This is an optimization exercise on Yosys and OpenROAD, whose aim is small area, not a production implementation. Only simulation tests tie the RTL to the original design; equivalence was not proved. No activity file was given, so power comes from the tool's default toggle rates.

Setup of v18:
## puf_chal_dispatcher
module puf_chal_dispatcher #(
    parameter int unsigned NUM_REQ = puf_chal_pkg::DefNumReq,
    parameter int unsigned CHAL_W  = puf_chal_pkg::DefChalW,
    parameter int unsigned RNG_W   = puf_chal_pkg::DefRngW,
    parameter int unsigned WARMUP  = 16
) (
    input  logic                       clk,
    input  logic                       reset,
    input  logic [RNG_W-1:0]           rng_word,
    input  logic [NUM_REQ-1:0]         req,
    output logic [NUM_REQ-1:0]         gnt,
    output logic [CHAL_W-1:0]          chal,
    output logic                       chal_valid,
    output logic [$clog2(NUM_REQ)-1:0] chal_id,
    output logic                       ready
);
    localparam int unsigned SLICES = puf_chal_pkg::slices(RNG_W, CHAL_W);
    localparam int unsigned IDW    = $clog2(NUM_REQ);
    localparam int unsigned SIW    = $clog2(SLICES);
    logic               warm_n_q, load_q, serve_q;
    logic [SIW-1:0]     cnt_q;       
    logic [IDW-1:0]     rr_ptr_q;
    logic               valid_q;
    logic               hold_inv_q;
    logic [RNG_W-1:0]   hold_q;
    logic               arb_any;
    logic [IDW-1:0]     arb_idx;
    logic               grant;
    puf_rr_arbiter #(
        .NUM_REQ (NUM_REQ)
    ) u_arb (
        .req_i    (req),
        .rr_ptr_i (rr_ptr_q),
        .any_o    (arb_any),
        .idx_o    (arb_idx)
    );
    assign grant = serve_q & arb_any;
    always_ff @(posedge clk or negedge reset) begin
        if (!reset) begin
            warm_n_q <= 1'b0;
            load_q   <= 1'b0;
            serve_q  <= 1'b0;
            cnt_q    <= '0;
            rr_ptr_q <= '0;
            valid_q  <= 1'b0;
        end else begin
            valid_q <= grant;
            if (!warm_n_q || grant) begin
                cnt_q <= cnt_q + SIW'(1);
            end
            if (grant) begin
                rr_ptr_q <= arb_idx + IDW'(1);
            end
            if (!warm_n_q) begin
                if (cnt_q == SIW'(WARMUP - 1)) begin
                    warm_n_q <= 1'b1;
                    load_q   <= 1'b1;
                end
            end else if (load_q) begin
                load_q  <= 1'b0;
                serve_q <= 1'b1;
            end else if (grant && (cnt_q == SIW'(SLICES - 1))) begin
  ...
==> flow/config.mk <==
export PLATFORM = sky130hd
export DESIGN_NAME = puf_chal_dispatcher
export DESIGN_NICKNAME = puf_chal_dispatcher
export VERILOG_FILES = /design/flow/design.v
export SDC_FILE = /design/flow/constraint.sdc
export NUM_CORES = 4
export LEC_CHECK = 0
export CAP_MARGIN = 20
export CORE_MARGIN = 2
export CORE_UTILIZATION = 40
export SLEW_MARGIN = 20
==> flow/constraint.sdc <==
create_clock -name core_clock -period 5.0 [get_ports {clk}]
set_input_delay 1.0000 -clock core_clock [delete_from_list [all_inputs] [get_ports {clk}]]
set_output_delay 1.0000 -clock core_clock [all_outputs]
set_load 0.01 [all_outputs]
standard.sh (not shown) runs the stock make flow with config.mk's settings and CLKGATE_MAP_FILE= SYNTH_SCRIPT=/design/flow/synth_recipe.tcl, a recipe that flattens the netlist after the stock synthesis.
==> flow/flow/run.sh <==
#!/bin/bash
set -euo pipefail
here=$(pwd)
flowdir=$here/flow

# Synthesis script: synth_recipe.tcl with abc's -script argument replaced.
{
  echo 'proc abc {args} {'
  echo '  set i [lsearch -exact $args -script]'
  echo "  if { \$i >= 0 } { lset args [expr {\$i + 1}] $flowdir/abc_amap.script }"
  echo '  yosys abc {*}$args'
  echo '}'
  cat "$here/synth_recipe.tcl"
} > "$here/own_synth.tcl"

sed -e "s#SYNTH_SCRIPT=[^ ]*synth_recipe.tcl#SYNTH_SCRIPT=$here/own_synth.tcl 'BUFFER_PORTS_ARGS=-buffer_cell sky130_fd_sc_hd__buf_1'#" \
  "$here/standard.sh" > "$here/own_standard.sh"
grep -q own_synth.tcl "$here/own_standard.sh"

bash "$here/own_standard.sh" > "$here/own_flow.log" 2>&1
==> flow/flow/abc_amap.script <==
strash
dch
amap
topo
What ended v18 was a tool error in 3_2_place_iop; the run never finished.
> inputs changed (v18 -> v58)
Settings: clearing CORE_MARGIN, which used to be 2; putting DIE_AREA at 0 0 380 380 where nothing was set; putting CORE_AREA at 4 4 376 376 where nothing was set; clearing CORE_UTILIZATION, which used to be 40.
==> flow/run.sh (new file) <==
#!/bin/bash
# synth_recipe.tcl (not shown) runs the flow's synth.tcl, then flattens the netlist and writes it again
# the make line also repeats each setting of config.mk as NAME=value (left out here)
make -C /OpenROAD-flow-scripts/flow DESIGN_CONFIG=/design/flow/config.mk WORK_HOME=/design/flow/orfs CLKGATE_MAP_FILE= SYNTH_SCRIPT=/design/flow/synth_recipe.tcl finish
removed: flow/flow/run.sh
removed: flow/flow/abc_amap.script
removed: flow/standard.sh
## What came out
- v58 completed; timing, DRC and antenna clean
- NOTE count of different cell masters after synthesis v18->v58 increased by more than half
- Lower compound-cell area share of the yosys netlist among v18 and v58: v18
- Row net count of the mapped netlist: v58 higher / v18 lower
- Diff v18 -> v58: number of core rows now sits higher; vertical die dimension rose by 94 µm; xor/xnor share of the synthesized area went up.
- In v58, the netlist area before placement came out 18% above the value in v18.
- Relative to v18, portion of netlist area occupied by mux cells has increased by 0.17 points in v58.
- Min synthesized cell count across v18 and v58: v18
- Compared with v18, v58 shows effective utilization at floorplan lower by 13 points.
- Diff v18..v58 | synthesized-area fraction occupied by adder cells | negligible
Changes in v26 relative to v58:
==> flow/flow/run.sh (new file) <==
#!/bin/bash
set -euo pipefail
here=$(pwd)
flowdir=$here/flow

# Synthesis script: synth_recipe.tcl with abc's -script argument replaced.
{
  echo 'proc abc {args} {'
  echo '  set i [lsearch -exact $args -script]'
  echo "  if { \$i >= 0 } { lset args [expr {\$i + 1}] $flowdir/abc_amap.script }"
  echo '  yosys abc {*}$args'
  echo '}'
  cat "$here/synth_recipe.tcl"
} > "$here/own_synth.tcl"

sed -e "s#SYNTH_SCRIPT=[^ ]*synth_recipe.tcl#SYNTH_SCRIPT=$here/own_synth.tcl 'BUFFER_PORTS_ARGS=-buffer_cell sky130_fd_sc_hd__buf_1' 'CTS_ARGS=-sink_clustering_enable -repair_clock_nets -dont_use_dummy_load -sink_clustering_size 20 -sink_clustering_max_diameter 100'#" \
  "$here/standard.sh" > "$here/own_standard.sh"
grep -q own_synth.tcl "$here/own_standard.sh"

bash "$here/own_standard.sh" > "$here/own_flow.log" 2>&1
==> flow/flow/abc_amap.script (new file) <==
strash
dch
amap
topo
==> flow/standard.sh (new file) <==
#!/bin/bash
# synth_recipe.tcl (not shown) runs the flow's synth.tcl, then flattens the netlist and writes it again
# the make line also repeats each setting of config.mk as NAME=value (left out here)
make -C /OpenROAD-flow-scripts/flow DESIGN_CONFIG=/design/flow/config.mk WORK_HOME=/design/flow/orfs CLKGATE_MAP_FILE= SYNTH_SCRIPT=/design/flow/synth_recipe.tcl "${@:-finish}"
removed: flow/run.sh
--- outcome ---
v26 vs v58: transition time of the tightest slew-check pin up. Across v58 and v26, the outcome is the same: a clean finish for every run. Share of final-layout standard cells stronger than drive strength 1 is higher on v58. Taking v58 as the reference, in v26 wire length of the first global-routing pass now smaller; final count of negative-setup-slack endpoints flat; portion of netlist area occupied by mux cells decreased 0.17 points; average size of a mapped cell up about 34%. When v26 is measured against v58, its power per cell area turns out about 16% higher.
The inputs of v59 differ from those of v26 as listed below.
-- flow/flow/run.sh --
<<< v26, line 16
sed -e "s#SYNTH_SCRIPT=[^ ]*synth_recipe.tcl#SYNTH_SCRIPT=$here/own_synth.tcl 'BUFFER_PORTS_ARGS=-buffer_cell sky130_fd_sc_hd__buf_1' 'CTS_ARGS=-sink_clustering_enable -repair_clock_nets -dont_use_dummy_load -sink_clustering_size 20 -sink_clustering_max_diameter 100'#" \
>>> v59, line 16
sed -e "s#SYNTH_SCRIPT=[^ ]*synth_recipe.tcl#SYNTH_SCRIPT=$here/own_synth.tcl 'BUFFER_PORTS_ARGS=-buffer_cell sky130_fd_sc_hd__buf_1'#" \
==> comparison <==
- v59 vs. v26: first-pass GRT wire length has increased; slew at the pin with the worst max-slew slack has increased.
- Sort v26 and v59 by total leakage power desc -> top: v59
- Comparing v26 and v59, number of clock buffers in the layout is lower on v26.
- Side by side, fraction of power consumed by the clock network turned out higher in v59 than in v26.
- On final period demand of the worst path, v59 does better than v26.
- Re synthesized instance count: no difference whatsoever between v26 and v59.
- Total number of vias of v59 exceeds that of v26 slightly.
- Compared to v26, the router laid down more metal wire for v59.
- Sequential share of layout area for v59: 2.5 points down relative to v26

## separate check: timing with driven ports
Ports are ideal in the flow. The routed layouts listed here were re-timed in OpenROAD. Step 1 sets driving cells, clkbuf_16 on the clock port and buf_2 on the other inputs (assumed; they add their load-dependent delay and slew). Step 2 also shifts input and output timing later by t, the mid clock arrival at the registers, as if the neighbouring blocks saw the same clock. Slacks: ideal ports / drivers / drivers and shift; pairs: ideal ports / drivers.
run	shift t [ns]	setup slack, ns	hold slack, ns	worst register clock-pin slew, ns	cell pins on the clock port's net
v58	0.782	1.115 / 1.036 / 1.003	0.422 / 0.422 / 0.422	0.07 / 0.07	1
v26	0.692	0.901 / 0.901 / 0.787	0.333 / 0.299 / 0.426	0.09 / 0.09	1
v59	0.736	0.907 / 0.907 / 0.783	0.272 / 0.238 / 0.437	0.07 / 0.07	1
After both steps setup and hold are still met in every run listed. For v59, which loses most, drivers alone change the setup slack by 0.000 ns; drivers and shift together by -0.124 ns.
